Context: an optimization exercise on an open-source flow, tuned for small area, a short achievable clock period and few clock cycles per item. The choices shown serve that exercise and are no tape-out recipe.
In this exercise RTL edits were held to simulation tests only and were not proved equivalent to the original.

== JK ==
==> flow/design.v <==
package spab_pkg;
  localparam logic [1:0] MODE_8BIT  = 2'd0;
  localparam logic [1:0] MODE_16BIT = 2'd1;
  localparam logic [1:0] MODE_ARGB  = 2'd2;
  localparam logic REG_DEPTH_MODE = 1'b0;
  localparam logic REG_KEY_COLOR  = 1'b1;
  localparam logic [1:0]  DEPTH_MODE_RESET = MODE_ARGB;
  localparam logic [15:0] KEY_COLOR_RESET  = 16'h0000;
  localparam logic [7:0]  MAX8 = 8'd255;
  localparam logic [15:0] RECIP_255 = 16'h8081;
  localparam int NUM_CHAN = 3;
  localparam int DIV_W      = 24;
  localparam int DIV_STEPS  = 6;
  localparam int DIV_STAGES = DIV_W / DIV_STEPS;
  localparam int DIV_FIRST  = 2;
  localparam int DIV_LAST   = DIV_FIRST + DIV_STAGES - 1;
  localparam int Q_STAGE    = DIV_LAST + 1;
  localparam int OUT_STAGE  = Q_STAGE + 1;
  localparam int NUM_STAGES = OUT_STAGE + 1;
endpackage
import spab_pkg::*;
module sprite_pixel_alpha_blend (
  input  logic              clk,
  input  logic              rst,
  input  logic              item_valid,
  output logic              item_ready,
  input  logic [31:0]       src_pixel,
  input  logic [31:0]       dst_pixel,
  output logic              result_valid,
  input  logic              result_ready,
  output logic [31:0]       out_pixel,
  output logic              write_enable,
  input  logic              psel,
  input  logic              penable,
  input  logic              pwrite,
  input  logic [2:0]        paddr,
  input  logic [31:0]       pwdata,
  output logic [31:0]       prdata,
  output logic              pready
);
  localparam int S2_STEPS = 3;
  localparam int S3_STEPS = 3;
  logic [1:0]  depth_mode;
  logic [15:0] key_color;
  assign pready = 1'b1;
  always_ff @(posedge clk) begin
    if (rst) begin
      depth_mode <= DEPTH_MODE_RESET;
      key_color  <= KEY_COLOR_RESET;
    end else if (psel && penable && pwrite) begin
      case (paddr[2])
        REG_DEPTH_MODE: depth_mode <= pwdata[1:0];
        REG_KEY_COLOR:  key_color  <= pwdata[15:0];
        default: ;
      endcase
    end
  end
  always_comb begin
    case (paddr[2])
      REG_DEPTH_MODE: prdata = {30'b0, depth_mode};
      REG_KEY_COLOR:  prdata = {16'b0, key_color};
      default:        prdata = 32'b0;
    endcase
  end
  function automatic logic [15:0] div_steps(input logic [15:0] s, input logic [7:0] oa,
                                            input int n);
    logic [15:0] r;
    logic [8:0]  t;
    logic [9:0]  diff;
    r = s;
    for (int i = 0; i < 8; i++) begin
      if (i < n) begin
        t    = {r[15:8], r[7]};
        diff = {1'b0, t} - {2'b00, oa};
        r    = diff[9] ? {t[7:0], r[6:0], 1'b0} : {diff[7:0], r[6:0], 1'b1};
      end
    end
    div_steps = r;
  endfunction
  function automatic logic [7:0] div255(input logic [15:0] x);
    logic [16:0] y;
    y = 17'(x) + 17'(x[15:8]) + 17'd1;
    div255 = y[15:8];
  endfunction
  function automatic logic [15:0] div255w(input logic [23:0] x);
    logic [24:0] y;
    logic [40:0] z;
    y = 25'(x) + 25'd1;
    z = {y, 16'b0} + {8'b0, y, 8'b0} + {16'b0, y};
    div255w = z[39:24];
  endfunction
  logic en;
  logic v1, v2, v3, v4;
  assign en         = !result_valid || result_ready;
  assign item_ready = en;
  always_ff @(posedge clk) begin
    if (rst) begin
      v1           <= 1'b0;
      v2           <= 1'b0;
      v3           <= 1'b0;
      v4           <= 1'b0;
      result_valid <= 1'b0;
    end else if (en) begin
      v1           <= item_valid;
      v2           <= v1;
      v3           <= v2;
      v4           <= v3;
      result_valid <= v4;
    end
  end
  logic [7:0]  sa0;
  logic [23:0] sc0, dc0;
  logic [15:0] w0;
  logic        we0, az0;
  logic [31:0] word0;
  always_comb begin
    we0   = 1'b0;
    word0 = dst_pixel;
    sa0   = 8'd0;
    case (depth_mode)
      MODE_8BIT: begin
        if ({8'b0, src_pixel[7:0]} != key_color) begin
          we0   = 1'b1;
          word0 = {24'b0, src_pixel[7:0]};
        end
      end
      MODE_16BIT: begin
        if (src_pixel[15:0] != key_color) begin
          we0   = 1'b1;
          word0 = {16'b0, src_pixel[15:0]};
        end
      end
      MODE_ARGB: begin
        sa0 = src_pixel[31:24];
        we0 = src_pixel[31:24] != 8'd0;
      end
      default: ;
    endcase
    az0 = (sa0 == 8'd0) && (word0[31:24] == 8'd0);
    w0  = az0 ? 16'd65025 : 16'(dst_pixel[31:24] * 8'(~sa0));
    dc0 = word0[23:0];
    sc0 = src_pixel[23:0];
  end
  logic [7:0]  sa1;
  logic [23:0] sc1, dc1;
  logic [15:0] w1;
  logic        we1, az1;
  always_ff @(posedge clk) begin
    if (en) begin
      sa1 <= sa0;
      sc1 <= sc0;
      dc1 <= dc0;
      w1  <= w0;
      we1 <= we0;
      az1 <= az0;
    end
  end
  logic [7:0]  k1, r1, oa1;
  logic [NUM_CHAN-1:0][15:0] a1, b1;
  always_comb begin
    k1  = div255(w1);
    r1  = w1[7:0] + k1;
    oa1 = sa1 + k1 + {7'd0, r1 != 8'd0};
    for (int c = 0; c < NUM_CHAN; c++) begin
      a1[c] = sa1 * sc1[c*8 +: 8];
      b1[c] = div255w(24'(dc1[c*8 +: 8] * w1));
    end
  end
  logic [7:0]  oa2;
  logic        we2, az2;
  logic [NUM_CHAN-1:0][15:0] a2, b2;
  always_ff @(posedge clk) begin
    if (en) begin
      oa2 <= oa1;
      we2 <= we1;
      az2 <= az1;
      a2  <= a1;
      b2  <= b1;
    end
  end
  logic [NUM_CHAN-1:0][15:0] a2n, b2n;
  always_comb begin
    for (int c = 0; c < NUM_CHAN; c++) begin
      a2n[c] = div_steps(a2[c], oa2, S2_STEPS);
      b2n[c] = div_steps(b2[c], oa2, S2_STEPS);
    end
  end
  logic [7:0]  oa3;
  logic        we3, az3;
  logic [NUM_CHAN-1:0][15:0] a3, b3;
  always_ff @(posedge clk) begin
    if (en) begin
      oa3 <= oa2;
      we3 <= we2;
      az3 <= az2;
      a3  <= a2n;
      b3  <= b2n;
    end
  end
  logic [NUM_CHAN-1:0][15:0] a3n, b3n;
  always_comb begin
    for (int c = 0; c < NUM_CHAN; c++) begin
      a3n[c] = div_steps(a3[c], oa3, S3_STEPS);
      b3n[c] = div_steps(b3[c], oa3, S3_STEPS);
    end
  end
  logic [7:0]  oa4;
  logic        we4, az4;
  logic [NUM_CHAN-1:0][15:0] a4, b4;
  always_ff @(posedge clk) begin
    if (en) begin
      oa4 <= oa3;
      we4 <= we3;
      az4 <= az3;
      a4  <= a3n;
      b4  <= b3n;
    end
  end
  logic [NUM_CHAN-1:0][15:0] a4n, b4n;
  logic [23:0] rgb4;
  always_comb begin
    for (int c = 0; c < NUM_CHAN; c++) begin
      a4n[c] = div_steps(a4[c], oa4, 8 - S2_STEPS - S3_STEPS);
      b4n[c] = div_steps(b4[c], oa4, 8 - S2_STEPS - S3_STEPS);
      rgb4[c*8 +: 8] = a4n[c][7:0] + b4n[c][7:0];
    end
  end
  always_ff @(posedge clk) begin
    if (en) begin
      out_pixel    <= {az4 ? 8'd0 : oa4, rgb4};
      write_enable <= we4;
    end
  end
endmodule
export LEC_CHECK = 0
export ABC_AREA = 1
export CAP_MARGIN = 20
export CORE_MARGIN = 2
export CORE_UTILIZATION = 40
export SLEW_MARGIN = 20
create_clock -name core_clock -period 17.0 [get_ports {clk}]
standard.sh (not shown) runs the stock make flow with config.mk's settings and CLKGATE_MAP_FILE= SYNTH_SCRIPT=/design/flow/synth_recipe.tcl, a recipe that flattens the netlist after the stock synthesis.
==> flow/flow/run.sh <==
#!/bin/bash
# The standard layout, with timing repair aiming below the clock period: repair_timing keeps
# working until every path has SETUP_SLACK_MARGIN ns of slack. The SDC is unchanged.
set -euo pipefail
bash standard.sh SETUP_SLACK_MARGIN=${MARGIN:-9.8} finish > standard_flow.log 2>&1
JK: all stages complete, timing, DRC and antenna checks passed
Testbench counts of JK, summed over its fixed seeds: cycles 11,440, items 11,200.
#### Input delta (MS over JK)
Settings: clearing ABC_AREA, which used to be 1.
[summary]
Compared with JK, in MS all-layer global routing usage decreased by 0.78 points relative to the old numbers; synthesized cell count moved down; detail-routed net length per standard cell went up 2.2 um.
Compared to JK, MS has clock network area share 0.27 points higher.
Lower data arrival time of the critical path goes to JK over MS.
In MS relative to JK, number of buffers outside the clock class in the layout had gone up by more than half.
Relative to JK, MS degrades setup slack.
JK has higher first-pass GRT wire length than MS.
JK: all stages complete, timing, DRC and antenna checks passed
Having completed the whole flow, MS delivered a layout that passed the timing, design-rule and antenna checks.
Min count of buffer and inverter cells on the critical path across JK and MS: JK

## run A
Starts from the design.v that is shown in full above.
clock: 17.0 ns
lec_check: 0
cap_margin: 20
core_margin: 2
core_utilization: 60
slew_margin: 20
Scripts as last shown in full above: flow/flow/run.sh
Run A | status: complete | timing, DRC, antenna: pass
Testbench counts of run A, summed over its fixed seeds: cycles 11,440, items 11,200.
Setup changes, run A to run B
# run A
export LEC_CHECK = 0
export CAP_MARGIN = 20
export CORE_MARGIN = 2
export CORE_UTILIZATION = 60
export SLEW_MARGIN = 20
create_clock -name core_clock -period 17.0 [get_ports {clk}]
# run B
export LEC_CHECK = 0
export CAP_MARGIN = 20
export CORE_MARGIN = 2
export CORE_UTILIZATION = 40
export SLEW_MARGIN = 20
create_clock -name core_clock -period 17.0 [get_ports {clk}]
==> flow/run.sh (new file) <==
#!/bin/bash
# synth_recipe.tcl (not shown) runs the flow's synth.tcl, then flattens the netlist and writes it again
# the make line also repeats each setting of config.mk as NAME=value (left out here)
make -C /OpenROAD-flow-scripts/flow DESIGN_CONFIG=/design/flow/config.mk WORK_HOME=/design/flow/orfs CLKGATE_MAP_FILE= SYNTH_SCRIPT=/design/flow/synth_recipe.tcl finish
removed: flow/flow/run.sh
removed: flow/standard.sh
[summary]
Run B closes out successfully: all stages finished, all timing, DRC and antenna checks passed.
Going from run A to run B, the die area was enlarged.
Sum of net half-perimeters after detailed placement: run B vs run A up 2.1%
Layout clock buffer count grows by a few percent when moving from run A to run B.
Inputs modified between run B and run C:
# run B
export LEC_CHECK = 0
export CAP_MARGIN = 20
export CORE_MARGIN = 2
export CORE_UTILIZATION = 40
export SLEW_MARGIN = 20
create_clock -name core_clock -period 17.0 [get_ports {clk}]
# run C
export LEC_CHECK = 0
export CAP_MARGIN = 20
export CORE_MARGIN = 2
export CORE_UTILIZATION = 60
export SLEW_MARGIN = 20
create_clock -name core_clock -period 17.0 [get_ports {clk}]
==> flow/flow/run.sh (new file) <==
#!/bin/bash
# The standard layout, with timing repair aiming below the clock period: repair_timing keeps
# working until every path has SETUP_SLACK_MARGIN ns of slack. The SDC is unchanged.
set -euo pipefail
bash standard.sh SETUP_SLACK_MARGIN=${MARGIN:-9.6} finish > standard_flow.log 2>&1
==> flow/standard.sh (new file) <==
#!/bin/bash
# synth_recipe.tcl (not shown) runs the flow's synth.tcl, then flattens the netlist and writes it again
# the make line also repeats each setting of config.mk as NAME=value (left out here)
make -C /OpenROAD-flow-scripts/flow DESIGN_CONFIG=/design/flow/config.mk WORK_HOME=/design/flow/orfs CLKGATE_MAP_FILE= SYNTH_SCRIPT=/design/flow/synth_recipe.tcl "${@:-finish}"
removed: flow/run.sh
### Flow results
- In summary, run C completed successfully, with a layout that passed the timing, design-rule and antenna checks.
- From run B to run C the numbers moved as follows: design area shows an increase of about 4.6%, number of global-route vias before repair shows an increase of 786, utilization shows an increase of 25 points.
- As far as arithmetic-cell share of the synthesized area counting full adders, half adders and majority gates goes, run C and run B are indistinguishable; the numbers are identical.

sprite_pixel_alpha_blend, a different RTL version from the one above (not shown whole).
For scale: roughly 490 flip-flops, ~52,000 um2 of cells after synthesis.
Settings: LEC_CHECK=0, CAP_MARGIN=20, CORE_MARGIN=2, CORE_UTILIZATION=50, CTS_BUF_LIST=sky130_fd_sc_hd__clkbuf_4, SLEW_MARGIN=20; clock period 17.0 ns.
==> flow/flow/run.sh <==
#!/bin/bash
# The standard layout, with two changes to how it is made (the SDC is unchanged):
# - timing repair aims below the clock period: repair_timing keeps working until every path
#   has SETUP_SLACK_MARGIN ns of slack;
# - the port buffers that the standard flow puts on every input and output are plain buffers
#   rather than the delay cells buffer_ports picks on its own.
set -euo pipefail
bash standard.sh SETUP_SLACK_MARGIN=${MARGIN:-9.6} \
  "BUFFER_PORTS_ARGS=-buffer_cell sky130_fd_sc_hd__buf_1" finish > standard_flow.log 2>&1
The starting point completed with no timing, DRC or antenna violations.
Testbench counts at the start, summed over its fixed seeds: cycles 11,440, items 11,200.
Edit:
--- a/flow/flow/run.sh
+++ b/flow/flow/run.sh
@@ -7,3 +7,3 @@
 set -euo pipefail
-bash standard.sh SETUP_SLACK_MARGIN=${MARGIN:-9.6} \
+bash standard.sh SETUP_SLACK_MARGIN=${MARGIN:-9.8} \
   "BUFFER_PORTS_ARGS=-buffer_cell sky130_fd_sc_hd__buf_1" finish > standard_flow.log 2>&1
--- a/flow/config.mk
+++ b/flow/config.mk
@@ -9,3 +9,3 @@
 export CORE_MARGIN = 2
-export CORE_UTILIZATION = 50
+export CORE_UTILIZATION = 60
 export CTS_BUF_LIST = sky130_fd_sc_hd__clkbuf_4
Synthesized area stays the same.
Synthesized cell count does not change.
Edit:
--- a/flow/flow/run.sh
+++ b/flow/flow/run.sh
@@ -7,3 +7,3 @@
 set -euo pipefail
-bash standard.sh SETUP_SLACK_MARGIN=${MARGIN:-9.8} \
+bash standard.sh SETUP_SLACK_MARGIN=${MARGIN:-9.6} \
   "BUFFER_PORTS_ARGS=-buffer_cell sky130_fd_sc_hd__buf_1" finish > standard_flow.log 2>&1
--- a/flow/config.mk
+++ b/flow/config.mk
@@ -10,3 +10,3 @@
 export CORE_UTILIZATION = 60
-export CTS_BUF_LIST = sky130_fd_sc_hd__clkbuf_4
+export CTS_BUF_LIST = sky130_fd_sc_hd__clkbuf_8
 export SLEW_MARGIN = 20
Sequential share of layout area goes up by 0.30 points.
Register-to-register slack barely changes.
Final cell count decreases by 2.0%.
Flip-flop and latch count is unchanged.
Setup slack got worse by 0.035 ns.
Fmax fell by 0.47%.
Wire length drops by 3.4%.
Edit:
--- a/flow/flow/run.sh
+++ b/flow/flow/run.sh
@@ -7,3 +7,3 @@
 set -euo pipefail
-bash standard.sh SETUP_SLACK_MARGIN=${MARGIN:-9.6} \
+bash standard.sh SETUP_SLACK_MARGIN=${MARGIN:-9.4} \
   "BUFFER_PORTS_ARGS=-buffer_cell sky130_fd_sc_hd__buf_1" finish > standard_flow.log 2>&1
--- a/flow/config.mk
+++ b/flow/config.mk
@@ -10,3 +10,3 @@
 export CORE_UTILIZATION = 60
-export CTS_BUF_LIST = sky130_fd_sc_hd__clkbuf_8
+export CTS_BUF_LIST = sky130_fd_sc_hd__clkbuf_4
 export SLEW_MARGIN = 20
The new run passed the timing, design-rule and antenna checks.
Area after synthesis stays the same.
Die area stays the same.
Final cell count climbs by 0.69%.
Setup slack degrades by 0.18 ns.

sprite_pixel_alpha_blend, a different RTL version from the one above (not shown whole).
For scale: ~6000 cells after synthesis, roughly 490 flip-flops, ~170 I/O pins, roughly 0.055 mm2 of cells after synthesis.
## sprite_pixel_alpha_blend
module sprite_pixel_alpha_blend (
  input  logic              clk,
  input  logic              rst,
  input  logic              item_valid,
  output logic              item_ready,
  input  logic [31:0]       src_pixel,
  input  logic [31:0]       dst_pixel,
  output logic              result_valid,
  input  logic              result_ready,
  output logic [31:0]       out_pixel,
  output logic              write_enable,
  input  logic              psel,
  input  logic              penable,
  input  logic              pwrite,
  input  logic [2:0]        paddr,
  input  logic [31:0]       pwdata,
  output logic [31:0]       prdata,
  output logic              pready
);
clock: 17.0 ns
lec_check: 0
cap_margin: 20
core_margin: 2
core_utilization: 60
slew_margin: 20
==> flow/flow/run.sh <==
#!/bin/bash
# The standard layout, with two changes to how it is made (the SDC is unchanged):
# - timing repair aims below the clock period: repair_timing keeps working until every path
#   has SETUP_SLACK_MARGIN ns of slack;
# - the port buffers that the standard flow puts on every input and output are plain buffers
#   rather than the delay cells buffer_ports picks on its own.
set -euo pipefail
bash standard.sh SETUP_SLACK_MARGIN=${MARGIN:-9.6} \
  "BUFFER_PORTS_ARGS=-buffer_cell sky130_fd_sc_hd__buf_1" finish > standard_flow.log 2>&1
Testbench counts at the start, summed over its fixed seeds: cycles 11,440, items 11,200.
==> next run, changes <==
CORE_UTILIZATION = 75   (was 60)
- The changed run completed with no timing, DRC or antenna violations
- utilization rose by 15 points
- final area came out lower by about 1.3%
- clock skew shrinks by 17 ps
- flip-flop and latch count stays the same
- critical path depth goes down by 5

static timing again, ports no longer ideal:
No port has a modelled driver above. Below, the same layouts with a new extraction and two added sets of constraints. Step 1 sets driving cells, clkbuf_16 on the clock port and buf_2 on the other inputs (assumed; they add their load-dependent delay and slew). Step 2 adds t to the input delays and takes it off the output delays; t is the mean of the earliest and latest rising clock arrival at the registers after step 1. Input paths then give back, and output paths get back, about the clock's delay inside the block. Three values: ideal ports, drivers, drivers and shift; two values: the first two.
run	t (ns)	setup WS [ns]	worst register clock-pin slew, ns
JK	0.753	9.759 / 9.631 / 9.203	0.07 / 0.07
MS	0.720	9.498 / 9.469 / 9.305	0.07 / 0.07
run A	0.728	9.609 / 9.490 / 9.297	0.07 / 0.07
run B	0.756	8.182 / 8.182 / 8.182	0.07 / 0.07
run C	0.708	9.618 / 9.485 / 9.093	0.07 / 0.07
the first run of note 3	1.111	9.625 / 9.562 / 9.142	0.08 / 0.08
the second run of note 3	1.088	9.664 / 9.604 / 9.099	0.08 / 0.08
the third run of note 3	0.784	9.630 / 9.562 / 9.055	0.07 / 0.07
the fourth run of note 3	1.077	9.445 / 9.423 / 9.056	0.07 / 0.07
the first run of note 4	0.720	9.615 / 9.579 / 9.150	0.07 / 0.07
the second run of note 4	0.683	9.500 / 9.500 / 9.020	0.07 / 0.07
After both steps setup and hold are still met in every run listed. For the third run of note 3, which loses most, drivers alone change the setup slack by -0.068 ns; drivers and shift together by -0.575 ns.
